This design comes from an exercise in tuning for small area and a short achievable clock period on the open sky130 flow, not from production work. No run shown here included a check of the RTL's function; only the layout flow was run. Power figures rest on the tool's default switching activity, not on a simulated workload.

## flow/design.v (module list and top-level ports; edited modules follow where they fit)
// module chain_mod: 3669 lines
// module chain_mod_fa: 10 lines
module chain_mod #(
    parameter int BIT_RES   = 32,
    parameter int FRAC_BITS = 23
) (
    input  logic               clk,
    input  logic               reset,
    input  logic [BIT_RES-1:0] numInSide,
    output logic [BIT_RES-1:0] numOutSide,
    input  logic [BIT_RES-1:0] numInTop,
    output logic [BIT_RES-1:0] numOutTop,
    output logic [BIT_RES-1:0] sum
);
  // ...
==> flow/flow/run.sh <==
#!/bin/bash
export SETUP_SLACK_MARGIN=6.5
export BUFFER_PORTS_ARGS="-buffer_cell sky130_fd_sc_hd__buf_2"
bash standard.sh > standard.log 2>&1
==> flow/standard.sh <==
#!/bin/bash
# synth_recipe.tcl (not shown) runs the flow's synth.tcl, then flattens the netlist and writes it again
# the make line also repeats each setting of config.mk as NAME=value (left out here)
make -C /OpenROAD-flow-scripts/flow DESIGN_CONFIG=/design/flow/config.mk WORK_HOME=/design/flow/orfs CLKGATE_MAP_FILE= SYNTH_SCRIPT=/design/flow/synth_recipe.tcl "${@:-finish}"
==> flow/config.mk <==
export PLATFORM = sky130hd
export DESIGN_NAME = chain_mod
export DESIGN_NICKNAME = chain_mod
export VERILOG_FILES = /design/flow/design.v
export SDC_FILE = /design/flow/constraint.sdc
export NUM_CORES = 4
export LEC_CHECK = 0
export ABC_AREA = 1
export CAP_MARGIN = 20
export CORE_MARGIN = 2
export CORE_UTILIZATION = 65
export SLEW_MARGIN = 20
export SYNTH_HIERARCHICAL = 1
export SYNTH_MINIMUM_KEEP_SIZE = 0
==> flow/constraint.sdc <==
create_clock -name core_clock -period 13.5 [get_ports {clk}]
set_input_delay 2.7000 -clock core_clock [delete_from_list [all_inputs] [get_ports {clk}]]
set_output_delay 2.7000 -clock core_clock [all_outputs]
set_load 0.01 [all_outputs]
==> out/qor.yml, run 1 <==
wl_met2_um: 43800
tightest_slew_ns: 0.955
final_cell_area_mm2: 0.0306
dp_slack_ns: 5.71
clkSinkCount: 193
worstSetupEndpoint: "r_row0[25]$_DFF_P_"
hold_start: "r_acc[17]$_DFF_P_"
report.final.hold_viol_count: 0
final_common_cell: "xor2_1"
crit_start: "numInTop[9]"
viasPerCell: 6.80
regArea_mm2: 0.00386
num_io_pins: 162
drv_cap: 0
outcome: "finished clean"
final-nonclk-buf-share: 0.0494
largestClassByArea: "multi-input gates"
wl_met3_um: 14500
powerDensity_mw_per_mm2: 324
synth.most_common_cell: "xor2_1"
slew_viol_final: 0
gr-usage-met2: 0.680
peakVddDrop_mv: 0.234
maxPowerGroup: "combinational cells"
r2r-start: "r_row0[2]$_DFF_P_"
pwr-share-clk: 0.056
min_path_type: "reg2reg"
place_inst: 3767
r2r-end: "r_acc[8]$_DFF_P_"
timing.fmax_mhz: 143
synth_xor_area_frac: 0.171
ff2ff_setup_slack_ns: 9.96
grt_util_met3: 0.159
n_all_buffers: 250
ys_types: 41
==> run 2, diff against run 1 <==
--- a/flow/design.v
+++ b/flow/design.v
@@ -2809,37 +2809,43 @@
     assign rp1047 = s955 ^ c954;
     assign rg1048 = s955 & c954;
     assign rp1049 = c956 ^ s957;
     assign rg1050 = c956 & s957;
     assign rp1051 = s959 ^ c958;
     assign rg1052 = s959 & c958;
     assign rp1053 = pp15_32 ^ c960;
     assign rg1054 = pp15_32 & c960;
+    logic w_a1, w_a0;
+    assign w_a1 = (rp1039 ^ rg1038) & (rp1041 ^ rg1040) & (rp1043 ^ rg1042) & (rp1045 ^ rg1044) & (rp1047 ^ rg1046) & (rp1049 ^ rg1048) & (rp1051 ^ rg1050) & (rp1053 ^ rg1052) & (1'b1 ^ rg1054);
+    assign w_a0 = ~(rp1039 ^ (rg1038 | rp1037)) & ~(rp1041 ^ (rg1040 | rp1039)) & ~(rp1043 ^ (rg1042 | rp1041)) & ~(rp1045 ^ (rg1044 | rp1043)) & ~(rp1047 ^ (rg1046 | rp1045)) & ~(rp1049 ^ (rg1048 | rp1047)) & ~(rp1051 ^ (rg1050 | rp1049)) & ~(rp1053 ^ (rg1052 | rp1051)) & ~(1'b1 ^ (rg1054 | rp1053));
     logic [16:0] w_low;
     assign w_low = {1'b0, {c866, c864, c862, c860, c858, c856, c854, c852, c850, c848, c846, c844, c842, pp1_0, pp0_1, bn0}} + {1'b0, {s867, s865, s863, s861, s859, s857, s855, s853, s851, s849, s847, s845, s843, s841, 1'b0, pp0_0}};
-    logic [47:0] w_row0;
-    assign w_row0 = {1'b1, rp1053, rp1051, rp1049, rp1047, rp1045, rp1043, rp1041, rp1039, rp1037, rp1035, rp1033, rp1031, rp1029, rp1027, rp1025, rp1023, rp1021, rp1019, rp1017, rp1015, rp1013, rp1011, rp1009, rp1007, rp1005, rp1003, rp1001, rp999, rp997, rp995, rp993, rp991, rp989, rp987, rp985, rp983, rp981, rp979, rp977, rp975, rp973, rp971, rp969, rp967, rp965, rp963, rp961};
-    logic [47:0] w_row1;
-    assign w_row1 = {1'b0, rg1054, rg1052, rg1050, rg1048, rg1046, rg1044, rg1042, rg1040, rg1038, rg1036, rg1034, rg1032, rg1030, rg1028, rg1026, rg1024, rg1022, rg1020, rg1018, rg1016, rg1014, rg1012, rg1010, rg1008, rg1006, rg1004, rg1002, rg1000, rg998, rg996, rg994, rg992, rg990, rg988, rg986, rg984, rg982, rg980, rg978, rg976, rg974, rg972, rg970, rg968, rg966, rg964, rg962};
+    logic [38:0] w_row0;
+    assign w_row0 = {rp1037, rp1035, rp1033, rp1031, rp1029, rp1027, rp1025, rp1023, rp1021, rp1019, rp1017, rp1015, rp1013, rp1011, rp1009, rp1007, rp1005, rp1003, rp1001, rp999, rp997, rp995, rp993, rp991, rp989, rp987, rp985, rp983, rp981, rp979, rp977, rp975, rp973, rp971, rp969, rp967, rp965, rp963, rp961};
+    logic [38:0] w_row1;
+    assign w_row1 = {rg1038, rg1036, rg1034, rg1032, rg1030, rg1028, rg1026, rg1024, rg1022, rg1020, rg1018, rg1016, rg1014, rg1012, rg1010, rg1008, rg1006, rg1004, rg1002, rg1000, rg998, rg996, rg994, rg992, rg990, rg988, rg986, rg984, rg982, rg980, rg978, rg976, rg974, rg972, rg970, rg968, rg966, rg964, rg962};
     logic [BIT_RES-1:0] r_side, r_top, r_acc;
     logic               r_rst, r_cin, r_psgn;
-    logic [47:0] r_row0;
-    logic [47:0] r_row1;
+    logic               r_a1, r_a0;
+    logic [38:0] r_row0;
+    logic [38:0] r_row1;
     always_ff @(posedge clk) begin
         if (reset) begin
             r_side <= '0;
             r_top  <= '0;
         end else begin
             r_side <= numInSide;
             r_top  <= numInTop;
         end
         r_rst <= reset;
         r_psgn <= numInSide[31] ^ numInTop[31];
         r_cin <= w_low[16];
+        r_a1 <= w_a1;
+        r_a0 <= w_a0;
         r_row0 <= w_row0;
         r_row1 <= w_row1;
         r_acc <= sum;
     end
     assign numOutSide = r_side;
     assign numOutTop  = r_top;
     logic g1;
     logic g2;
@@ -2920,18 +2926,18 @@
     logic p77;
     logic g78;
     logic p79;
     logic g80;
     logic p81;
     logic g82;
     logic q83;
     logic q84;
-    logic q85;
-    logic q86;
+    logic cs85;
+    logic cc86;
     logic cs87;
     logic cc88;
     logic cs89;
     logic cc90;
     logic cs91;
     logic cc92;
     logic cs93;
     logic cc94;
@@ -2984,18 +2990,18 @@
     logic cs141;
     logic cc142;
     logic cs143;
     logic cc144;
     logic cs145;
     logic cc146;
     logic cs147;
     logic cc148;
-    logic cs149;
-    logic cc150;
+    logic ag149;
+    logic ap150;
     logic ag151;
     logic ap152;
     logic ag153;
     logic ap154;
     logic ag155;
     logic ap156;
     logic ag157;
     logic ap158;
@@ -3048,18 +3054,18 @@
     logic ag205;
     logic ap206;
     logic ag207;
     logic ap208;
     logic ag209;
     logic ap210;
     logic ag211;
     logic ap212;
-    logic ag213;
-    logic ap214;
+    logic g213;
+    logic p214;
     logic g215;
     logic p216;
     logic g217;
     logic p218;
     logic g219;
     logic p220;
     logic g221;
     logic p222;
@@ -3208,18 +3214,18 @@
     logic g365;
     logic p366;
     logic g367;
     logic p368;
     logic g369;
     logic p370;
     logic g371;
     logic p372;
-    logic g373;
-    logic p374;
+    logic ws373;
+    logic ws374;
     logic ws375;
     logic ws376;
     logic ws377;
     logic ws378;
     logic ws379;
     logic ws380;
     logic ws381;
     logic ws382;
@@ -3239,18 +3245,16 @@
     logic ws396;
     logic ws397;
     logic ws398;
     logic ws399;
     logic ws400;
     logic ws401;
     logic ws402;
     logic ws403;
-    logic ws404;
-    logic ws405;
     assign g1 = r_row1[0] | (r_row0[0] & r_cin);
     assign g2 = r_row1[2] | (r_row0[2] & r_row1[1]);
     assign p3 = r_row0[2] & r_row0[1];
     assign g4 = g2 | (p3 & g1);
     assign g5 = r_row1[4] | (r_row0[4] & r_row1[3]);
     assign p6 = r_row0[4] & r_row0[3];
     assign g7 = r_row1[6] | (r_row0[6] & r_row1[5]);
     assign p8 = r_row0[6] & r_row0[5];
@@ -3324,85 +3328,85 @@
     assign g76 = g74 | (p75 & g70);
     assign p77 = p75 & p71;
     assign g78 = g76 | (p77 & g68);
     assign p79 = p77 & p69;
     assign g80 = g78 | (p79 & g60);
     assign p81 = p79 & p61;
     assign g82 = g80 | (p81 & g43);
     assign q83 = r_row0[38] ^ g82;
-    assign q84 = (r_row0[39] ^ r_row1[38]) & (r_row0[40] ^ r_row1[39]) & (r_row0[41] ^ r_row1[40]) & (r_row0[42] ^ r_row1[41]) & (r_row0[43] ^ r_row1[42]) & (r_row0[44] ^ r_row1[43]) & (r_row0[45] ^ r_row1[44]) & (r_row0[46] ^ r_row1[45]) & (r_row0[47] ^ r_row1[46]);
-    assign q85 = ~(r_row0[39] ^ (r_row1[38] | r_row0[38])) & ~(r_row0[40] ^ (r_row1[39] | r_row0[39])) & ~(r_row0[41] ^ (r_row1[40] | r_row0[40])) & ~(r_row0[42] ^ (r_row1[41] | r_row0[41])) & ~(r_row0[43] ^ (r_row1[42] | r_row0[42])) & ~(r_row0[44] ^ (r_row1[43] | r_row0[43])) & ~(r_row0[45] ^ (r_row1[44] | r_row0[44])) & ~(r_row0[46] ^ (r_row1[45] | r_row0[45])) & ~(r_row0[47] ^ (r_row1[46] | r_row0[46]));
-    assign q86 = q83 ? ~q84 : ~q85;
-    assign cs87 = r_acc[0] ^ r_row0[7];
-    assign cc88 = r_row1[7] | (r_acc[0] & r_row0[7]);
-    assign cs89 = r_acc[1] ^ r_row0[8];
-    assign cc90 = r_row1[8] | (r_acc[1] & r_row0[8]);
-    assign cs91 = r_acc[2] ^ r_row0[9];
-    assign cc92 = r_row1[9] | (r_acc[2] & r_row0[9]);
-    assign cs93 = r_acc[3] ^ r_row0[10];
-    assign cc94 = r_row1[10] | (r_acc[3] & r_row0[10]);
-    assign cs95 = r_acc[4] ^ r_row0[11];
-    assign cc96 = r_row1[11] | (r_acc[4] & r_row0[11]);
-    assign cs97 = r_acc[5] ^ r_row0[12];
-    assign cc98 = r_row1[12] | (r_acc[5] & r_row0[12]);
-    assign cs99 = r_acc[6] ^ r_row0[13];
-    assign cc100 = r_row1[13] | (r_acc[6] & r_row0[13]);
-    assign cs101 = r_acc[7] ^ r_row0[14];
-    assign cc102 = r_row1[14] | (r_acc[7] & r_row0[14]);
-    assign cs103 = r_acc[8] ^ r_row0[15];
-    assign cc104 = r_row1[15] | (r_acc[8] & r_row0[15]);
-    assign cs105 = r_acc[9] ^ r_row0[16];
-    assign cc106 = r_row1[16] | (r_acc[9] & r_row0[16]);
-    assign cs107 = r_acc[10] ^ r_row0[17];
-    assign cc108 = r_row1[17] | (r_acc[10] & r_row0[17]);
-    assign cs109 = r_acc[11] ^ r_row0[18];
-    assign cc110 = r_row1[18] | (r_acc[11] & r_row0[18]);
-    assign cs111 = r_acc[12] ^ r_row0[19];
-    assign cc112 = r_row1[19] | (r_acc[12] & r_row0[19]);
-    assign cs113 = r_acc[13] ^ r_row0[20];
-    assign cc114 = r_row1[20] | (r_acc[13] & r_row0[20]);
-    assign cs115 = r_acc[14] ^ r_row0[21];
-    assign cc116 = r_row1[21] | (r_acc[14] & r_row0[21]);
-    assign cs117 = r_acc[15] ^ r_row0[22];
-    assign cc118 = r_row1[22] | (r_acc[15] & r_row0[22]);
-    assign cs119 = r_acc[16] ^ r_row0[23];
-    assign cc120 = r_row1[23] | (r_acc[16] & r_row0[23]);
-    assign cs121 = r_acc[17] ^ r_row0[24];
-    assign cc122 = r_row1[24] | (r_acc[17] & r_row0[24]);
-    assign cs123 = r_acc[18] ^ r_row0[25];
-    assign cc124 = r_row1[25] | (r_acc[18] & r_row0[25]);
-    assign cs125 = r_acc[19] ^ r_row0[26];
-    assign cc126 = r_row1[26] | (r_acc[19] & r_row0[26]);
-    assign cs127 = r_acc[20] ^ r_row0[27];
-    assign cc128 = r_row1[27] | (r_acc[20] & r_row0[27]);
-    assign cs129 = r_acc[21] ^ r_row0[28];
-    assign cc130 = r_row1[28] | (r_acc[21] & r_row0[28]);
-    assign cs131 = r_acc[22] ^ r_row0[29];
-    assign cc132 = r_row1[29] | (r_acc[22] & r_row0[29]);
-    assign cs133 = r_acc[23] ^ r_row0[30];
-    assign cc134 = r_row1[30] | (r_acc[23] & r_row0[30]);
-    assign cs135 = r_acc[24] ^ r_row0[31];
-    assign cc136 = r_row1[31] | (r_acc[24] & r_row0[31]);
-    assign cs137 = r_acc[25] ^ r_row0[32];
-    assign cc138 = r_row1[32] | (r_acc[25] & r_row0[32]);
-    assign cs139 = r_acc[26] ^ r_row0[33];
-    assign cc140 = r_row1[33] | (r_acc[26] & r_row0[33]);
-    assign cs141 = r_acc[27] ^ r_row0[34];
-    assign cc142 = r_row1[34] | (r_acc[27] & r_row0[34]);
-    assign cs143 = r_acc[28] ^ r_row0[35];
-    assign cc144 = r_row1[35] | (r_acc[28] & r_row0[35]);
-    assign cs145 = r_acc[29] ^ r_row0[36];
-    assign cc146 = r_row1[36] | (r_acc[29] & r_row0[36]);
-    assign cs147 = r_acc[30] ^ r_row0[37];
-    assign cc148 = r_row1[37] | (r_acc[30] & r_row0[37]);
-    assign cs149 = r_acc[31] ^ r_row0[38];
-    assign cc150 = r_row1[38] | (r_acc[31] & r_row0[38]);
-    assign ag151 = cs87 & g11;
-    assign ap152 = cs87 ^ g11;
+    assign q84 = q83 ? ~r_a1 : ~r_a0;
+    assign cs85 = r_acc[0] ^ r_row0[7];
+    assign cc86 = r_row1[7] | (r_acc[0] & r_row0[7]);
+    assign cs87 = r_acc[1] ^ r_row0[8];
+    assign cc88 = r_row1[8] | (r_acc[1] & r_row0[8]);
+    assign cs89 = r_acc[2] ^ r_row0[9];
+    assign cc90 = r_row1[9] | (r_acc[2] & r_row0[9]);
+    assign cs91 = r_acc[3] ^ r_row0[10];
+    assign cc92 = r_row1[10] | (r_acc[3] & r_row0[10]);
+    assign cs93 = r_acc[4] ^ r_row0[11];
+    assign cc94 = r_row1[11] | (r_acc[4] & r_row0[11]);
+    assign cs95 = r_acc[5] ^ r_row0[12];
+    assign cc96 = r_row1[12] | (r_acc[5] & r_row0[12]);
+    assign cs97 = r_acc[6] ^ r_row0[13];
+    assign cc98 = r_row1[13] | (r_acc[6] & r_row0[13]);
+    assign cs99 = r_acc[7] ^ r_row0[14];
+    assign cc100 = r_row1[14] | (r_acc[7] & r_row0[14]);
+    assign cs101 = r_acc[8] ^ r_row0[15];
+    assign cc102 = r_row1[15] | (r_acc[8] & r_row0[15]);
+    assign cs103 = r_acc[9] ^ r_row0[16];
+    assign cc104 = r_row1[16] | (r_acc[9] & r_row0[16]);
+    assign cs105 = r_acc[10] ^ r_row0[17];
+    assign cc106 = r_row1[17] | (r_acc[10] & r_row0[17]);
+    assign cs107 = r_acc[11] ^ r_row0[18];
+    assign cc108 = r_row1[18] | (r_acc[11] & r_row0[18]);
+    assign cs109 = r_acc[12] ^ r_row0[19];
+    assign cc110 = r_row1[19] | (r_acc[12] & r_row0[19]);
+    assign cs111 = r_acc[13] ^ r_row0[20];
+    assign cc112 = r_row1[20] | (r_acc[13] & r_row0[20]);
+    assign cs113 = r_acc[14] ^ r_row0[21];
+    assign cc114 = r_row1[21] | (r_acc[14] & r_row0[21]);
+    assign cs115 = r_acc[15] ^ r_row0[22];
+    assign cc116 = r_row1[22] | (r_acc[15] & r_row0[22]);
+    assign cs117 = r_acc[16] ^ r_row0[23];
+    assign cc118 = r_row1[23] | (r_acc[16] & r_row0[23]);
+    assign cs119 = r_acc[17] ^ r_row0[24];
+    assign cc120 = r_row1[24] | (r_acc[17] & r_row0[24]);
+    assign cs121 = r_acc[18] ^ r_row0[25];
+    assign cc122 = r_row1[25] | (r_acc[18] & r_row0[25]);
+    assign cs123 = r_acc[19] ^ r_row0[26];
+    assign cc124 = r_row1[26] | (r_acc[19] & r_row0[26]);
+    assign cs125 = r_acc[20] ^ r_row0[27];
+    assign cc126 = r_row1[27] | (r_acc[20] & r_row0[27]);
+    assign cs127 = r_acc[21] ^ r_row0[28];
+    assign cc128 = r_row1[28] | (r_acc[21] & r_row0[28]);
+    assign cs129 = r_acc[22] ^ r_row0[29];
+    assign cc130 = r_row1[29] | (r_acc[22] & r_row0[29]);
+    assign cs131 = r_acc[23] ^ r_row0[30];
+    assign cc132 = r_row1[30] | (r_acc[23] & r_row0[30]);
+    assign cs133 = r_acc[24] ^ r_row0[31];
+    assign cc134 = r_row1[31] | (r_acc[24] & r_row0[31]);
+    assign cs135 = r_acc[25] ^ r_row0[32];
+    assign cc136 = r_row1[32] | (r_acc[25] & r_row0[32]);
+    assign cs137 = r_acc[26] ^ r_row0[33];
+    assign cc138 = r_row1[33] | (r_acc[26] & r_row0[33]);
+    assign cs139 = r_acc[27] ^ r_row0[34];
+    assign cc140 = r_row1[34] | (r_acc[27] & r_row0[34]);
+    assign cs141 = r_acc[28] ^ r_row0[35];
+    assign cc142 = r_row1[35] | (r_acc[28] & r_row0[35]);
+    assign cs143 = r_acc[29] ^ r_row0[36];
+    assign cc144 = r_row1[36] | (r_acc[29] & r_row0[36]);
+    assign cs145 = r_acc[30] ^ r_row0[37];
+    assign cc146 = r_row1[37] | (r_acc[30] & r_row0[37]);
+    assign cs147 = r_acc[31] ^ r_row0[38];
+    assign cc148 = r_row1[38] | (r_acc[31] & r_row0[38]);
+    assign ag149 = cs85 & g11;
+    assign ap150 = cs85 ^ g11;
+    assign ag151 = cs87 & cc86;
+    assign ap152 = cs87 ^ cc86;
     assign ag153 = cs89 & cc88;
     assign ap154 = cs89 ^ cc88;
     assign ag155 = cs91 & cc90;
     assign ap156 = cs91 ^ cc90;
     assign ag157 = cs93 & cc92;
     assign ap158 = cs93 ^ cc92;
     assign ag159 = cs95 & cc94;
     assign ap160 = cs95 ^ cc94;
@@ -3453,215 +3457,213 @@
     assign ag205 = cs141 & cc140;
     assign ap206 = cs141 ^ cc140;
     assign ag207 = cs143 & cc142;
     assign ap208 = cs143 ^ cc142;
     assign ag209 = cs145 & cc144;
     assign ap210 = cs145 ^ cc144;
     assign ag211 = cs147 & cc146;
     assign ap212 = cs147 ^ cc146;
-    assign ag213 = cs149 & cc148;
-    assign ap214 = cs149 ^ cc148;
-    assign g215 = ag153 | (ap154 & ag151);
-    assign p216 = ap154 & ap152;
-    assign g217 = ag157 | (ap158 & ag155);
-    assign p218 = ap158 & ap156;
-    assign g219 = ag161 | (ap162 & ag159);
-    assign p220 = ap162 & ap160;
-    assign g221 = ag165 | (ap166 & ag163);
-    assign p222 = ap166 & ap164;
-    assign g223 = ag169 | (ap170 & ag167);
-    assign p224 = ap170 & ap168;
-    assign g225 = ag173 | (ap174 & ag171);
-    assign p226 = ap174 & ap172;
-    assign g227 = ag177 | (ap178 & ag175);
-    assign p228 = ap178 & ap176;
-    assign g229 = ag181 | (ap182 & ag179);
-    assign p230 = ap182 & ap180;
-    assign g231 = ag185 | (ap186 & ag183);
-    assign p232 = ap186 & ap184;
-    assign g233 = ag189 | (ap190 & ag187);
-    assign p234 = ap190 & ap188;
-    assign g235 = ag193 | (ap194 & ag191);
-    assign p236 = ap194 & ap192;
-    assign g237 = ag197 | (ap198 & ag195);
-    assign p238 = ap198 & ap196;
-    assign g239 = ag201 | (ap202 & ag199);
-    assign p240 = ap202 & ap200;
-    assign g241 = ag205 | (ap206 & ag203);
-    assign p242 = ap206 & ap204;
-    assign g243 = ag209 | (ap210 & ag207);
-    assign p244 = ap210 & ap208;
-    assign g245 = ag213 | (ap214 & ag211);
-    assign p246 = ap214 & ap212;
-    assign g247 = ag155 | (ap156 & g215);
-    assign p248 = ap156 & p216;
-    assign g249 = g217 | (p218 & g215);
-    assign p250 = p218 & p216;
-    assign g251 = ag163 | (ap164 & g219);
-    assign p252 = ap164 & p220;
-    assign g253 = g221 | (p222 & g219);
-    assign p254 = p222 & p220;
-    assign g255 = ag171 | (ap172 & g223);
-    assign p256 = ap172 & p224;
-    assign g257 = g225 | (p226 & g223);
-    assign p258 = p226 & p224;
-    assign g259 = ag179 | (ap180 & g227);
-    assign p260 = ap180 & p228;
-    assign g261 = g229 | (p230 & g227);
-    assign p262 = p230 & p228;
-    assign g263 = ag187 | (ap188 & g231);
-    assign p264 = ap188 & p232;
-    assign g265 = g233 | (p234 & g231);
-    assign p266 = p234 & p232;
-    assign g267 = ag195 | (ap196 & g235);
-    assign p268 = ap196 & p236;
-    assign g269 = g237 | (p238 & g235);
-    assign p270 = p238 & p236;
-    assign g271 = ag203 | (ap204 & g239);
-    assign p272 = ap204 & p240;
-    assign g273 = g241 | (p242 & g239);
-    assign p274 = p242 & p240;
-    assign g275 = ag211 | (ap212 & g243);
-    assign p276 = ap212 & p244;
-    assign g277 = g245 | (p246 & g243);
-    assign p278 = p246 & p244;
-    assign g279 = ag159 | (ap160 & g249);
-    assign p280 = ap160 & p250;
-    assign g281 = g219 | (p220 & g249);
-    assign p282 = p220 & p250;
-    assign g283 = g251 | (p252 & g249);
-    assign p284 = p252 & p250;
-    assign g285 = g253 | (p254 & g249);
-    assign p286 = p254 & p250;
-    assign g287 = ag175 | (ap176 & g257);
-    assign p288 = ap176 & p258;
-    assign g289 = g227 | (p228 & g257);
-    assign p290 = p228 & p258;
-    assign g291 = g259 | (p260 & g257);
-    assign p292 = p260 & p258;
-    assign g293 = g261 | (p262 & g257);
-    assign p294 = p262 & p258;
-    assign g295 = ag191 | (ap192 & g265);
-    assign p296 = ap192 & p266;
-    assign g297 = g235 | (p236 & g265);
-    assign p298 = p236 & p266;
-    assign g299 = g267 | (p268 & g265);
-    assign p300 = p268 & p266;
-    assign g301 = g269 | (p270 & g265);
-    assign p302 = p270 & p266;
-    assign g303 = ag207 | (ap208 & g273);
-    assign p304 = ap208 & p274;
-    assign g305 = g243 | (p244 & g273);
-    assign p306 = p244 & p274;
-    assign g307 = g275 | (p276 & g273);
-    assign p308 = p276 & p274;
-    assign g309 = g277 | (p278 & g273);
-    assign p310 = p278 & p274;
-    assign g311 = ag167 | (ap168 & g285);
-    assign p312 = ap168 & p286;
-    assign g313 = g223 | (p224 & g285);
-    assign p314 = p224 & p286;
-    assign g315 = g255 | (p256 & g285);
-    assign p316 = p256 & p286;
-    assign g317 = g257 | (p258 & g285);
-    assign p318 = p258 & p286;
-    assign g319 = g287 | (p288 & g285);
-    assign p320 = p288 & p286;
-    assign g321 = g289 | (p290 & g285);
-    assign p322 = p290 & p286;
-    assign g323 = g291 | (p292 & g285);
-    assign p324 = p292 & p286;
-    assign g325 = g293 | (p294 & g285);
-    assign p326 = p294 & p286;
-    assign g327 = ag199 | (ap200 & g301);
-    assign p328 = ap200 & p302;
-    assign g329 = g239 | (p240 & g301);
-    assign p330 = p240 & p302;
-    assign g331 = g271 | (p272 & g301);
-    assign p332 = p272 & p302;
-    assign g333 = g273 | (p274 & g301);
-    assign p334 = p274 & p302;
-    assign g335 = g303 | (p304 & g301);
-    assign p336 = p304 & p302;
-    assign g337 = g305 | (p306 & g301);
-    assign p338 = p306 & p302;
-    assign g339 = g307 | (p308 & g301);
-    assign p340 = p308 & p302;
-    assign g341 = g309 | (p310 & g301);
-    assign p342 = p310 & p302;
-    assign g343 = ag183 | (ap184 & g325);
-    assign p344 = ap184 & p326;
-    assign g345 = g231 | (p232 & g325);
-    assign p346 = p232 & p326;
-    assign g347 = g263 | (p264 & g325);
-    assign p348 = p264 & p326;
-    assign g349 = g265 | (p266 & g325);
-    assign p350 = p266 & p326;
-    assign g351 = g295 | (p296 & g325);
-    assign p352 = p296 & p326;
-    assign g353 = g297 | (p298 & g325);
-    assign p354 = p298 & p326;
-    assign g355 = g299 | (p300 & g325);
-    assign p356 = p300 & p326;
-    assign g357 = g301 | (p302 & g325);
-    assign p358 = p302 & p326;
-    assign g359 = g327 | (p328 & g325);
-    assign p360 = p328 & p326;
-    assign g361 = g329 | (p330 & g325);
-    assign p362 = p330 & p326;
-    assign g363 = g331 | (p332 & g325);
-    assign p364 = p332 & p326;
-    assign g365 = g333 | (p334 & g325);
-    assign p366 = p334 & p326;
-    assign g367 = g335 | (p336 & g325);
-    assign p368 = p336 & p326;
-    assign g369 = g337 | (p338 & g325);
-    assign p370 = p338 & p326;
-    assign g371 = g339 | (p340 & g325);
-    assign p372 = p340 & p326;
-    assign g373 = g341 | (p342 & g325);
-    assign p374 = p342 & p326;
-    assign ws375 = ap154 ^ ag151;
-    assign ws376 = ap156 ^ g215;
-    assign ws377 = ap158 ^ g247;
-    assign ws378 = ap160 ^ g249;
-    assign ws379 = ap162 ^ g279;
-    assign ws380 = ap164 ^ g281;
-    assign ws381 = ap166 ^ g283;
-    assign ws382 = ap168 ^ g285;
-    assign ws383 = ap170 ^ g311;
-    assign ws384 = ap172 ^ g313;
-    assign ws385 = ap174 ^ g315;
-    assign ws386 = ap176 ^ g317;
-    assign ws387 = ap178 ^ g319;
-    assign ws388 = ap180 ^ g321;
-    assign ws389 = ap182 ^ g323;
-    assign ws390 = ap184 ^ g325;
-    assign ws391 = ap186 ^ g343;
-    assign ws392 = ap188 ^ g345;
-    assign ws393 = ap190 ^ g347;
-    assign ws394 = ap192 ^ g349;
-    assign ws395 = ap194 ^ g351;
-    assign ws396 = ap196 ^ g353;
-    assign ws397 = ap198 ^ g355;
-    assign ws398 = ap200 ^ g357;
-    assign ws399 = ap202 ^ g359;
-    assign ws400 = ap204 ^ g361;
-    assign ws401 = ap206 ^ g363;
-    assign ws402 = ap208 ^ g365;
-    assign ws403 = ap210 ^ g367;
-    assign ws404 = ap212 ^ g369;
-    assign ws405 = ap214 ^ g371;
+    assign g213 = ag151 | (ap152 & ag149);
+    assign p214 = ap152 & ap150;
+    assign g215 = ag155 | (ap156 & ag153);
+    assign p216 = ap156 & ap154;
+    assign g217 = ag159 | (ap160 & ag157);
+    assign p218 = ap160 & ap158;
+    assign g219 = ag163 | (ap164 & ag161);
+    assign p220 = ap164 & ap162;
+    assign g221 = ag167 | (ap168 & ag165);
+    assign p222 = ap168 & ap166;
+    assign g223 = ag171 | (ap172 & ag169);
+    assign p224 = ap172 & ap170;
+    assign g225 = ag175 | (ap176 & ag173);
+    assign p226 = ap176 & ap174;
+    assign g227 = ag179 | (ap180 & ag177);
+    assign p228 = ap180 & ap178;
+    assign g229 = ag183 | (ap184 & ag181);
+    assign p230 = ap184 & ap182;
+    assign g231 = ag187 | (ap188 & ag185);
+    assign p232 = ap188 & ap186;
+    assign g233 = ag191 | (ap192 & ag189);
+    assign p234 = ap192 & ap190;
+    assign g235 = ag195 | (ap196 & ag193);
+    assign p236 = ap196 & ap194;
+    assign g237 = ag199 | (ap200 & ag197);
+    assign p238 = ap200 & ap198;
+    assign g239 = ag203 | (ap204 & ag201);
+    assign p240 = ap204 & ap202;
+    assign g241 = ag207 | (ap208 & ag205);
+    assign p242 = ap208 & ap206;
+    assign g243 = ag211 | (ap212 & ag209);
+    assign p244 = ap212 & ap210;
+    assign g245 = ag153 | (ap154 & g213);
+    assign p246 = ap154 & p214;
+    assign g247 = g215 | (p216 & g213);
+    assign p248 = p216 & p214;
+    assign g249 = ag161 | (ap162 & g217);
+    assign p250 = ap162 & p218;
+    assign g251 = g219 | (p220 & g217);
+    assign p252 = p220 & p218;
+    assign g253 = ag169 | (ap170 & g221);
+    assign p254 = ap170 & p222;
+    assign g255 = g223 | (p224 & g221);
+    assign p256 = p224 & p222;
+    assign g257 = ag177 | (ap178 & g225);
+    assign p258 = ap178 & p226;
+    assign g259 = g227 | (p228 & g225);
+    assign p260 = p228 & p226;
+    assign g261 = ag185 | (ap186 & g229);
+    assign p262 = ap186 & p230;
+    assign g263 = g231 | (p232 & g229);
+    assign p264 = p232 & p230;
+    assign g265 = ag193 | (ap194 & g233);
+    assign p266 = ap194 & p234;
+    assign g267 = g235 | (p236 & g233);
+    assign p268 = p236 & p234;
+    assign g269 = ag201 | (ap202 & g237);
+    assign p270 = ap202 & p238;
+    assign g271 = g239 | (p240 & g237);
+    assign p272 = p240 & p238;
+    assign g273 = ag209 | (ap210 & g241);
+    assign p274 = ap210 & p242;
+    assign g275 = g243 | (p244 & g241);
+    assign p276 = p244 & p242;
+    assign g277 = ag157 | (ap158 & g247);
+    assign p278 = ap158 & p248;
+    assign g279 = g217 | (p218 & g247);
+    assign p280 = p218 & p248;
+    assign g281 = g249 | (p250 & g247);
+    assign p282 = p250 & p248;
+    assign g283 = g251 | (p252 & g247);
+    assign p284 = p252 & p248;
+    assign g285 = ag173 | (ap174 & g255);
+    assign p286 = ap174 & p256;
+    assign g287 = g225 | (p226 & g255);
+    assign p288 = p226 & p256;
+    assign g289 = g257 | (p258 & g255);
+    assign p290 = p258 & p256;
+    assign g291 = g259 | (p260 & g255);
+    assign p292 = p260 & p256;
+    assign g293 = ag189 | (ap190 & g263);
+    assign p294 = ap190 & p264;
+    assign g295 = g233 | (p234 & g263);
+    assign p296 = p234 & p264;
+    assign g297 = g265 | (p266 & g263);
+    assign p298 = p266 & p264;
+    assign g299 = g267 | (p268 & g263);
+    assign p300 = p268 & p264;
+    assign g301 = ag205 | (ap206 & g271);
+    assign p302 = ap206 & p272;
+    assign g303 = g241 | (p242 & g271);
+    assign p304 = p242 & p272;
+    assign g305 = g273 | (p274 & g271);
+    assign p306 = p274 & p272;
+    assign g307 = g275 | (p276 & g271);
+    assign p308 = p276 & p272;
+    assign g309 = ag165 | (ap166 & g283);
+    assign p310 = ap166 & p284;
+    assign g311 = g221 | (p222 & g283);
+    assign p312 = p222 & p284;
+    assign g313 = g253 | (p254 & g283);
+    assign p314 = p254 & p284;
+    assign g315 = g255 | (p256 & g283);
+    assign p316 = p256 & p284;
+    assign g317 = g285 | (p286 & g283);
+    assign p318 = p286 & p284;
+    assign g319 = g287 | (p288 & g283);
+    assign p320 = p288 & p284;
+    assign g321 = g289 | (p290 & g283);
+    assign p322 = p290 & p284;
+    assign g323 = g291 | (p292 & g283);
+    assign p324 = p292 & p284;
+    assign g325 = ag197 | (ap198 & g299);
+    assign p326 = ap198 & p300;
+    assign g327 = g237 | (p238 & g299);
+    assign p328 = p238 & p300;
+    assign g329 = g269 | (p270 & g299);
+    assign p330 = p270 & p300;
+    assign g331 = g271 | (p272 & g299);
+    assign p332 = p272 & p300;
+    assign g333 = g301 | (p302 & g299);
+    assign p334 = p302 & p300;
+    assign g335 = g303 | (p304 & g299);
+    assign p336 = p304 & p300;
+    assign g337 = g305 | (p306 & g299);
+    assign p338 = p306 & p300;
+    assign g339 = g307 | (p308 & g299);
+    assign p340 = p308 & p300;
+    assign g341 = ag181 | (ap182 & g323);
+    assign p342 = ap182 & p324;
+    assign g343 = g229 | (p230 & g323);
+    assign p344 = p230 & p324;
+    assign g345 = g261 | (p262 & g323);
+    assign p346 = p262 & p324;
+    assign g347 = g263 | (p264 & g323);
+    assign p348 = p264 & p324;
+    assign g349 = g293 | (p294 & g323);
+    assign p350 = p294 & p324;
+    assign g351 = g295 | (p296 & g323);
+    assign p352 = p296 & p324;
+    assign g353 = g297 | (p298 & g323);
+    assign p354 = p298 & p324;
+    assign g355 = g299 | (p300 & g323);
+    assign p356 = p300 & p324;
+    assign g357 = g325 | (p326 & g323);
+    assign p358 = p326 & p324;
+    assign g359 = g327 | (p328 & g323);
+    assign p360 = p328 & p324;
+    assign g361 = g329 | (p330 & g323);
+    assign p362 = p330 & p324;
+    assign g363 = g331 | (p332 & g323);
+    assign p364 = p332 & p324;
+    assign g365 = g333 | (p334 & g323);
+    assign p366 = p334 & p324;
+    assign g367 = g335 | (p336 & g323);
+    assign p368 = p336 & p324;
+    assign g369 = g337 | (p338 & g323);
+    assign p370 = p338 & p324;
+    assign g371 = g339 | (p340 & g323);
+    assign p372 = p340 & p324;
+    assign ws373 = ap152 ^ ag149;
+    assign ws374 = ap154 ^ g213;
+    assign ws375 = ap156 ^ g245;
+    assign ws376 = ap158 ^ g247;
+    assign ws377 = ap160 ^ g277;
+    assign ws378 = ap162 ^ g279;
+    assign ws379 = ap164 ^ g281;
+    assign ws380 = ap166 ^ g283;
+    assign ws381 = ap168 ^ g309;
+    assign ws382 = ap170 ^ g311;
+    assign ws383 = ap172 ^ g313;
+    assign ws384 = ap174 ^ g315;
+    assign ws385 = ap176 ^ g317;
+    assign ws386 = ap178 ^ g319;
+    assign ws387 = ap180 ^ g321;
+    assign ws388 = ap182 ^ g323;
+    assign ws389 = ap184 ^ g341;
+    assign ws390 = ap186 ^ g343;
+    assign ws391 = ap188 ^ g345;
+    assign ws392 = ap190 ^ g347;
+    assign ws393 = ap192 ^ g349;
+    assign ws394 = ap194 ^ g351;
+    assign ws395 = ap196 ^ g353;
+    assign ws396 = ap198 ^ g355;
+    assign ws397 = ap200 ^ g357;
+    assign ws398 = ap202 ^ g359;
+    assign ws399 = ap204 ^ g361;
+    assign ws400 = ap206 ^ g363;
+    assign ws401 = ap208 ^ g365;
+    assign ws402 = ap210 ^ g367;
+    assign ws403 = ap212 ^ g369;
     localparam logic [BIT_RES-1:0] c_MAX = {1'b0, {(BIT_RES-1){1'b1}}};
     localparam logic [BIT_RES-1:0] c_MIN = {1'b1, {(BIT_RES-1){1'b0}}};
     logic [31:0] w_sum;
-    assign w_sum = {ws405, ws404, ws403, ws402, ws401, ws400, ws399, ws398, ws397, ws396, ws395, ws394, ws393, ws392, ws391, ws390, ws389, ws388, ws387, ws386, ws385, ws384, ws383, ws382, ws381, ws380, ws379, ws378, ws377, ws376, ws375, ap152};
+    assign w_sum = {ws403, ws402, ws401, ws400, ws399, ws398, ws397, ws396, ws395, ws394, ws393, ws392, ws391, ws390, ws389, ws388, ws387, ws386, ws385, ws384, ws383, ws382, ws381, ws380, ws379, ws378, ws377, ws376, ws375, ws374, ws373, ap150};
     logic w_povf, w_psign, w_sovf;
-    assign w_povf  = q86;
+    assign w_povf  = q84;
     assign w_psign = q83;
     assign w_sovf  = (r_acc[31] == w_psign) && (w_sum[31] != r_acc[31]);
     logic [BIT_RES-1:0] w_accMax, w_satPos, w_satNeg;
     assign w_accMax = r_acc + c_MAX;
     assign w_satPos = (!r_acc[31] && (|r_acc[30:0])) ? c_MAX : w_accMax;
     assign w_satNeg = r_acc[31] ? c_MIN : {1'b1, r_acc[30:0]};
     assign sum = r_rst  ? '0 :
                  w_povf ? (r_psgn ? w_satNeg : w_satPos) :
==> flow/flow/run.sh (replaced) <==
#!/bin/bash
export SETUP_SLACK_MARGIN=6.75
export BUFFER_PORTS_ARGS="-buffer_cell sky130_fd_sc_hd__buf_2"
bash standard.sh > standard.log 2>&1
==> run 2 against run 1 <==
Compared with the run above: still clean; combinational power is 2.8% higher; global-route usage is 1.1 points higher; core utilization increased by 1.3 points; highest routed layer unchanged; largest power group unchanged.
==> out/qor.yml, run 2 <==
grt_setup_unrepaired: "true"  # was false
antenna_found_initial: 2  # was 1
hold_depth: 4  # was 6
cts_tree: "done"  # unchanged
worst_ep_required_time_ns: 13.91  # was 13.92 ns
clk_latency_ns: 0.52  # about the same
viasPerCell: 6.88  # was 6.80
critPathMaxStageDelay_ns: 0.58  # was 0.59 ns
drt_iter0_drc: 3873  # was 3704
setup.worst_path.end_class: "flip-flop"  # unchanged
numCtsBuffers: 17  # unchanged
ff2ff_setup_slack_ns: 10.18  # was 9.96 ns
crit_start: "numInTop[23]"  # was numInTop[9]
final_common_cell: "xor2_1"  # unchanged
clkSinkCount: 178  # was 193
powerDensity_mw_per_mm2: 324  # about the same
grt_pass1_vias: 26800  # was 26700
grt_pass1_wl_um: 153000  # was 151000 um
seqPwrFrac: 0.108  # was 0.117
die_y_um: 213  # about the same
num_io_pins: 162  # unchanged
outcome: "finished clean"  # unchanged
highest_layer: "met5"  # unchanged
finalSetupTns_ns: 0  # unchanged
dpl.hpwl_um: 65300  # was 65800 um
place_area_mm2: 0.0296  # was 0.0297 mm2
pwr-share-clk: 0.056  # about the same
reg_top3: "r_row0: 39 flops, r_row1: 38 flops"  # was r_row0: 47 flops, r_row1: 47 flops
min_path_type: "reg2reg"  # unchanged
p_int_uw: 4900  # was 4830 uW
ys.flop_type: "dfxtp_1"  # unchanged
wl_per_cell_um: 27.0  # was 26.2 um
synth-seq-area-share: 0.125  # was 0.136
core-area_mm2: 0.0431  # was 0.0432 mm2
relSlewSlack: 0.383  # was 0.358
drt-total-wl_um: 104000  # was 99900 um
fin_crit_ns: 6.75  # was 6.97 ns
yosys.area.top_type_share: 0.303  # was 0.302
fillers: 3356  # was 3469
dp_slack_ns: 5.42  # was 5.71 ns
gp_congestion: 0.945  # was 0.938
comb_power_share: 0.836  # was 0.826
cp.arrival_ns: 7.15  # was 7.39 ns
synth_common_cells: "525 x xor2_1, 495 x o22ai_1, 430 x fa_1"  # was 530 x xor2_1, 495 x o22ai_1, 430 x fa_1
wl_met3_um: 15800  # was 14500 um
largest_reg_flops: 39
drv_cap: 0  # unchanged
r2r-end: "r_acc[15]$_DFF_P_"  # was r_acc[8]$_DFF_P_
syn_area_mm2: 0.0284  # was 0.0285 mm2
num_vias: 26500  # was 25900
skew_ns: 0.0154  # was 0.0139 ns
yosysWarnings: 7  # unchanged
cp_cell_sequence: "buf_2 -> ha_1 -> inv_1 -> buf_6 -> o22ai_1 -> xor2_1 -> fa_1 -> fa_1 -> fa_1 -> fa_1 -> fa_1 -> ha_1"  # was buf_2 -> ha_1 -> nor2_4 -> buf_6 -> xor2_1 -> fa_1 -> fa_1 -> fa_1 -> fa_1 -> fa_1 -> fa_1 -> ha_1
firstDrtPassIters: 9  # was 7
start_util: 0.660  # about the same
ys_seq_elements: 178  # was 193
worstSetupEndpoint: "r_row0[17]$_DFF_P_"  # was r_row0[25]$_DFF_P_
tightest_slew_ns: 0.924  # was 0.955 ns
cp-start-kind: "input port"  # unchanged
fp.dieW_um: 213  # about the same
port_buffers: 161  # unchanged
htreeDepth: 4  # unchanged
crit_cells: 12  # unchanged
critical_path_class: "in2reg"  # unchanged
root_buffer: "clkbuf_16"  # unchanged
cts_buffer_depth: 2  # unchanged
switchingPower_uw: 5150  # was 5060 uW
setup_viol: 0  # unchanged
synthCells: 3223  # was 3209
final_cell_mix: "524 x xor2_1, 493 x o22ai_1, 429 x fa_1"  # was 530 x xor2_1, 495 x o22ai_1, 429 x fa_1
largest_register: "r_row0"
layout.nets: 3947  # was 3897
drc_errors: 0  # unchanged
critical_path.top_delay_family: "adder cells"  # unchanged
worst_path_max_delay_cell: "fa_1"  # unchanged
grt_max_degree: 66  # unchanged
slew_viol_final: 0  # unchanged
report.final.hold_viol_count: 0  # unchanged
wl_met2_um: 44300  # was 43800 um
synthArstFlopShare: 0  # unchanged
path_clk_slew_ns: 0.08  # was 0.09 ns
ant_nets: 0  # unchanged
design.die.area_mm2: 0.0454  # was 0.0455 mm2
reg2reg_depth: 25  # was 23
ys_types: 46  # was 41
syn_to_final_growth_pct: 9.24  # was 7.33%
synth.most_common_cell: "xor2_1"  # unchanged
core.rowCount: 76  # unchanged
avgSynthCellArea_um2: 8.82  # was 8.87 um2
track_usage: 0.454  # was 0.443
critPathMaxFanout: 23  # was 21
yosysTopAreaCell: "fa_1"  # unchanged
peakVddDrop_mv: 0.329  # was 0.234 mV
fin_ws_ns: 6.75  # was 6.53 ns
synthTopCellsByArea: "fa_1 30%, xor2_1 16%, dfxtp_1 13%"  # was fa_1 30%, xor2_1 16%, dfxtp_1 14%
grt_overflow: 0  # unchanged
cp_num_buf_inv: 3  # was 2
p_leak_uw: 0.0143  # was 0.0141 uW
met1_length_um: 36500  # was 35700 um
switching_share: 0.513  # was 0.512
final_cell_area_mm2: 0.0310  # was 0.0306 mm2
synth_edf_count: 0  # unchanged
drive_gt1_frac: 0.126  # was 0.113
synth_nets: 3916  # was 3893
cpMostUsedCell: "fa_1"  # unchanged
timing.fmax_mhz: 148  # was 143 MHz
r2r-start: "r_row0[2]$_DFF_P_"  # unchanged
fin_crit_sh: 0.500  # was 0.517
## run 2: final cells by class
class | instances | area, um2 | area share
sequential | 178 | 3560 | 0.115
tap | 585 | 732 | 0.0236
inverter | 247 | 952 | 0.0307
timing repair buffer | 274 | 1860 | 0.0599
clock inverter | 12 | 170 | 0.00548
antenna | 1 | 2.50 | 0.0000806
timing repair inverter | 2 | 10.0 | 0.000322
clock buffer | 20 | 437 | 0.0141
multi-input combinational | 2534 | 23300 | 0.751
## run 2: power groups by stage
stage          Sequential, uW  Combinational, uW  Clock, uW
3_3_place_gp             1080               7460          0
5_1_grt                  1090               9410        584
6_report                 1080               8410        565
3_5_place_dp             1080               7900          0
4_1_cts                  1070               8070        569
2_1_floorplan            1020               5710          0
## run 2: logic make-up after synthesis
logic type,share of synthesized area
DFF,0.125
buffers and inverters,0.0705
xor gates and xnor gates,0.171
AOI/OAI and AO/OA,0.147
and+or+nand+nor,0.0968
adders and majority gates,0.390
## run 2: metal layers
| metal | global-route usage | up-vias |
|---|---|---|
| met5 | 0 | - |
| met1 | 0.565 | 12700 |
| met3 | 0.164 | 651 |
| met4 | 0.268 | 2 |
| li1 | - | 10800 |
| met2 | 0.681 | 2354 |
## run 2: per-module statistics from Yosys, one instance, submodules excluded
| module | flip-flops and latches | cells inside |
|---|---|---|
| chain_mod_fa | 0 | 1 |
| chain_mod | 178 | 2798 |
## run 2: worst register-to-register path, cell delays in order (launching register included)
cell and delay (ns):
dfxtp_1 0.35, nand2_1 0.06, inv_1 0.04, nand2_1 0.07
nand2_4 0.11, nand2_1 0.07, o211ai_1 0.09, ha_1 0.17
inv_1 0.05, fa_2 0.41, nand3b_1 0.18, nand2_2 0.12
nand2_2 0.08, nand2_4 0.10, nand2_1 0.10, nand2_4 0.14
nand2_2 0.07, nand2_1 0.06, nand2_1 0.08, nand2_4 0.16
nand3_4 0.11, buf_12 0.17, nand3_1 0.07, nand2_1 0.06
a21oi_2 0.20, buf_4 0.15
## run 2: worst min-delay path by stage
stage                          start          endpoint  slack (ns)
CTS                 r_acc[9]$_DFF_P_  r_acc[9]$_DFF_P_        0.69
global placement    r_acc[9]$_DFF_P_  r_acc[9]$_DFF_P_        0.67
floorplan              r_rst$_DFF_P_  r_acc[0]$_DFF_P_        0.55
global route        r_acc[9]$_DFF_P_  r_acc[9]$_DFF_P_        0.74
finish              r_acc[9]$_DFF_P_  r_acc[9]$_DFF_P_        0.71
detailed placement  r_acc[9]$_DFF_P_  r_acc[9]$_DFF_P_        0.68
## run 2: stage by stage
stage                util  cells  total power, uW  hold WS, ns
floorplan               -   3223             6730        0.546
global placement    0.687   3778             8540        0.666
detailed placement  0.687   3778             8980        0.677
CTS                 0.707   3824             9710        0.691
global route        0.721   3852            11100        0.737
finish              0.721   3853            10100        0.709
## run 2: timing repair
action                                  4_1_cts  5_1_grt
pin swaps                                     6       12
hold buffers                                  0        0
cloned                                        3        6
gates resized for setup                      27       81
buffers inserted                             11       22
endpoints found under the setup margin       86       75
==> run 3, diff against run 2 <==
--- a/flow/config.mk
+++ b/flow/config.mk
@@ -8,7 +8,7 @@
 export ABC_AREA = 1
 export CAP_MARGIN = 20
 export CORE_MARGIN = 2
-export CORE_UTILIZATION = 65
+export CORE_UTILIZATION = 70
 export SLEW_MARGIN = 20
 export SYNTH_HIERARCHICAL = 1
 export SYNTH_MINIMUM_KEEP_SIZE = 0
==> run 3 against run 2 <==
Compared with the run above: sequential share of layout area rose by 0.053 points; non-clock buffer count decreased by 5; maximum frequency down 0.18%; synthesized cell count did not move; still clean on timing, DRC and antenna; count of clock-buffer cells in the layout down 1; synthesized area stayed put; clock skew decreased by 0.0044 ns; total power about the same; critical endpoint is now r_row0[12]$_DFF_P_; wire length decreased by 1.4%; cell count decreased by 1.7%; clock power fell by 6.5%.
==> out/qor.yml, run 3 <==
outcome: "finished clean"  # unchanged
firstDrtPassIters: 17  # was 9
critPathMaxStageDelay_ns: 0.51  # was 0.58 ns
cp-start-kind: "input port"  # unchanged
min_path_type: "reg2reg"  # unchanged
synth_edf_count: 0  # unchanged
clkSinkCount: 178  # unchanged
place_area_mm2: 0.0295  # was 0.0296 mm2
drc_errors: 0  # unchanged
ant_nets: 0  # unchanged
comb_power_share: 0.841  # was 0.836
final_common_cell: "xor2_1"  # unchanged
grt_setup_unrepaired: "false"  # was true
fin_crit_ns: 6.76  # was 6.75 ns
start_util: 0.712  # was 0.660
critPathMaxFanout: 16  # was 23
yosysTopAreaCell: "fa_1"  # unchanged
core-area_mm2: 0.0399  # was 0.0431 mm2
viasPerCell: 7.11  # was 6.88
track_usage: 0.481  # was 0.454
layout.nets: 3941  # was 3947
final_cell_mix: "525 x xor2_1, 495 x o22ai_1, 429 x fa_1"  # was 524 x xor2_1, 493 x o22ai_1, 429 x fa_1
cp.arrival_ns: 7.16  # was 7.15 ns
drv_cap: 0  # unchanged
ys_types: 46  # unchanged
root_buffer: "clkbuf_16"  # unchanged
syn_to_final_growth_pct: 8.77  # was 9.24%
largest_register: "r_row0"  # unchanged
synthCells: 3223  # unchanged
die_y_um: 205  # was 213 um
cts_tree: "done"  # unchanged
fp.dieW_um: 205  # was 213 um
stdcell_count: 3787  # was 3853
numCtsBuffers: 17  # unchanged
synthTopCellsByArea: "fa_1 30%, xor2_1 16%, dfxtp_1 13%"  # unchanged
critical_path.top_delay_family: "adder cells"  # unchanged
critical_path_class: "in2reg"  # unchanged
setup_viol: 0  # unchanged
cp_num_buf_inv: 2  # was 3
setup.worst_path.end_class: "flip-flop"  # unchanged
timing.fmax_mhz: 148  # about the same
cpMostUsedCell: "fa_1"  # unchanged
synth_xor_area_frac: 0.171  # unchanged
seqPwrFrac: 0.106  # was 0.108
dpl.hpwl_um: 65100  # was 65300 um
yosys.area.top_type_share: 0.303  # unchanged
switchingPower_uw: 5180  # was 5150 uW
peakVddDrop_mv: 0.282  # was 0.329 mV
worst_ep_required_time_ns: 13.90  # was 13.91 ns
switching_share: 0.515  # was 0.513
grt_overflow: 0  # unchanged
worst_path_max_delay_cell: "fa_1"  # unchanged
num_vias: 26900  # was 26500
p_leak_uw: 0.0143  # about the same
core.rowCount: 73  # was 76
synth_compound_area_frac: 0.147  # unchanged
skew_ns: 0.0110  # was 0.0154 ns
powerDensity_mw_per_mm2: 325  # was 324 mW/mm2
cts_buffer_depth: 2  # unchanged
reg_top3: "r_row0: 39 flops, r_row1: 38 flops"  # unchanged
synth-adder-area-share: 0.390  # unchanged
synthArstFlopShare: 0  # unchanged
synth-simple-area-share: 0.0968  # unchanged
pwr-share-clk: 0.052  # was 0.056
grt_pass1_vias: 27500  # was 26800
ys.flop_type: "dfxtp_1"  # unchanged
final_cell_area_mm2: 0.0309  # was 0.0310 mm2
synth_top_family_by_area: "adder cells"  # unchanged
drt-total-wl_um: 103000  # was 104000 um
clk_latency_ns: 0.51  # was 0.52 ns
place_inst: 3720  # was 3778
synth-seq-area-share: 0.125  # unchanged
yosysWarnings: 7  # unchanged
finalSetupTns_ns: 0  # unchanged
ys_seq_elements: 178  # unchanged
avgSynthCellArea_um2: 8.82  # unchanged
tightest_slew_ns: 0.878  # was 0.924 ns
report.final.hold_viol_count: 0  # unchanged
synth_common_cells: "525 x xor2_1, 495 x o22ai_1, 430 x fa_1"  # unchanged
path_clk_slew_ns: 0.07  # was 0.08 ns
grt_pass1_wl_um: 152000  # was 153000 um
synth.most_common_cell: "xor2_1"  # unchanged
cp_cell_sequence: "buf_2 -> inv_1 -> o21ai_2 -> nand2_2 -> o22ai_1 -> xor2_1 -> fa_1 -> fa_1 -> fa_1 -> fa_1 -> fa_1 -> ha_1"  # was buf_2 -> ha_1 -> inv_1 -> buf_6 -> o22ai_1 -> xor2_1 -> fa_1 -> fa_1 -> fa_1 -> fa_1 -> fa_1 -> ha_1
p_int_uw: 4880  # was 4900 uW
synthMuxAreaShare: 0  # unchanged
port_buffers: 161  # unchanged
fin_crit_sh: 0.501  # was 0.500
antenna_found_initial: 1  # was 2
drive_gt1_frac: 0.122  # was 0.126
largest_reg_flops: 39  # unchanged
synth_nets: 3916  # unchanged
design.die.area_mm2: 0.0422  # was 0.0454 mm2
slew_viol_final: 0  # unchanged
grt_max_degree: 66  # unchanged
relSlewSlack: 0.414  # was 0.383
gp_congestion: 0.974  # was 0.945
drt_iter0_drc: 4570  # was 3873
htreeDepth: 4  # unchanged
wl_per_cell_um: 27.1  # was 27.0 um
num_io_pins: 162  # unchanged
syn_area_mm2: 0.0284  # unchanged
==> run 3: cell count changes in the layout (fill, tap and decap cells not counted), sizes merged <==
| cell | before | now |
|---|---|---|
| nand2 | 324 | 323 |
| diode | 1 | 2 |
| clkinvlp | 10 | 8 |
| clkinv | 6 | 3 |
| inv | 242 | 248 |
| bufinv | 3 | 1 |
| buf | 272 | 265 |
| clkbuf | 22 | 23 |
| nand3 | 87 | 88 |
==> run 3: worst paths after layout <==
check | start | to | slack (ns) | cells after the start
setup / recovery | numInTop[19] | r_row0[12]$_DFF_P_ | 6.74 | 12
hold / removal | r_acc[0]$_DFF_P_ | r_acc[0]$_DFF_P_ | 0.69 | 3
setup reg to reg | r_row0[2]$_DFF_P_ | r_acc[6]$_DFF_P_ | 10.20 | 25
hold reg to reg | r_acc[0]$_DFF_P_ | r_acc[0]$_DFF_P_ | 0.69 | 3
==> run 3: power groups by stage <==
stage | sequential [uW] | clock [uW] | combinational [uW]
after detailed placement | 1070 | 0 | 7940
after CTS | 1060 | 533 | 8120
after global placement | 1070 | 0 | 7440
after global routing | 1080 | 552 | 9570
after floorplan | 1020 | 0 | 5710
final | 1070 | 528 | 8460
==> run 3: layer usage <==
metal	global-route usage	share of wire	up-vias
met5	0.00357	0.00017	-
met3	0.200	0.16	813
met2	0.718	0.42	2606
met1	0.570	0.33	12700
li1	-	-	10900
met4	0.312	0.088	2
==> run 3: cell type report <==
type                            instances  area [um2]
Fill cell                            2781        9000
Inverter                              247         945
Clock buffer                           19         443
Clock inverter                         12         138
Timing Repair Buffer                  269        1910
Sequential cell                       178        3560
Antenna cell                            2        5.00
Timing Repair inverter                  1        7.51
Multi-Input combinational cell       2534       23200
Tap cell                              525         657
==> run 3: repair_timing <==
item	CTS	global route
hold buffers	0	0
gates resized for setup	22	91
endpoints found under the setup margin	71	68
pin swaps	4	16
cloned	2	9
buffers inserted	8	15
==> run 3: kinds of logic (layout without fill, tap and decap cells) <==
group / after synthesis / count (layout)
xor gates and xnor gates: 554 / 554
AOI/OAI and AO/OA: 697 / 697
DFF: 178 / 178
buffers and inverters: 517 / 548
and+or+nand+nor: 650 / 656
adders and majority gates: 627 / 627
other: 0 / 2
==> run 3: per-stage QoR <==
| step | setup slack [ns] | hold slack [ns] | power [uW] | utilization |
|---|---|---|---|---|
| floorplan | 6.76 | 0.546 | 6730 | - |
| global placement | 5.83 | 0.662 | 8510 | 0.740 |
| detailed placement | 5.71 | 0.669 | 9010 | 0.740 |
| CTS | 6.73 | 0.685 | 9710 | 0.759 |
| global route | 6.69 | 0.732 | 11200 | 0.774 |
| finish | 6.74 | 0.694 | 10100 | 0.774 |
==> run 3: tightest hold or removal path: stages, from the launching register on <==
cell and delay (ns):
dfxtp_1 0.40, nand3_1 0.09, nand3_1 0.08, a21oi_1 0.07
==> run 3: Yosys stat by module, one instance, submodules excluded <==
module | area (um2) | times used | flip-flops and latches | cells
chain_mod_fa | 20.0 | 425 | 0 | 1
chain_mod | 19900 | 1 | 178 | 2798

==> afterwards: timing with drivers on the ports <==
The flow's constraints put no driver on any port. The routed layouts listed below were extracted and timed again, unchanged, in two steps. Step 1, drivers: a clkbuf_16 drives clk and a buf_2 each remaining input, both assumed. Step 2 moves the port delays by t, midway between the first and last clock arrival at a register: inputs arrive t later, outputs are due t later. That takes back most of the time a late clock gives input paths. a / b / c = ideal ports / drivers / drivers and shift; a / b = the first two.
run	t (ns)	setup WS [ns]	worst data-port slew with drivers (ns)
run 1	0.577	6.527 / 6.571 / 5.994	0.08
run 2	0.571	6.753 / 6.796 / 6.225	0.08
run 3	0.571	6.741 / 6.774 / 6.203	0.05
After both steps every run listed still meets setup and hold. For run 3, which loses most, drivers alone change the setup slack by +0.033 ns; drivers and shift together by -0.538 ns.
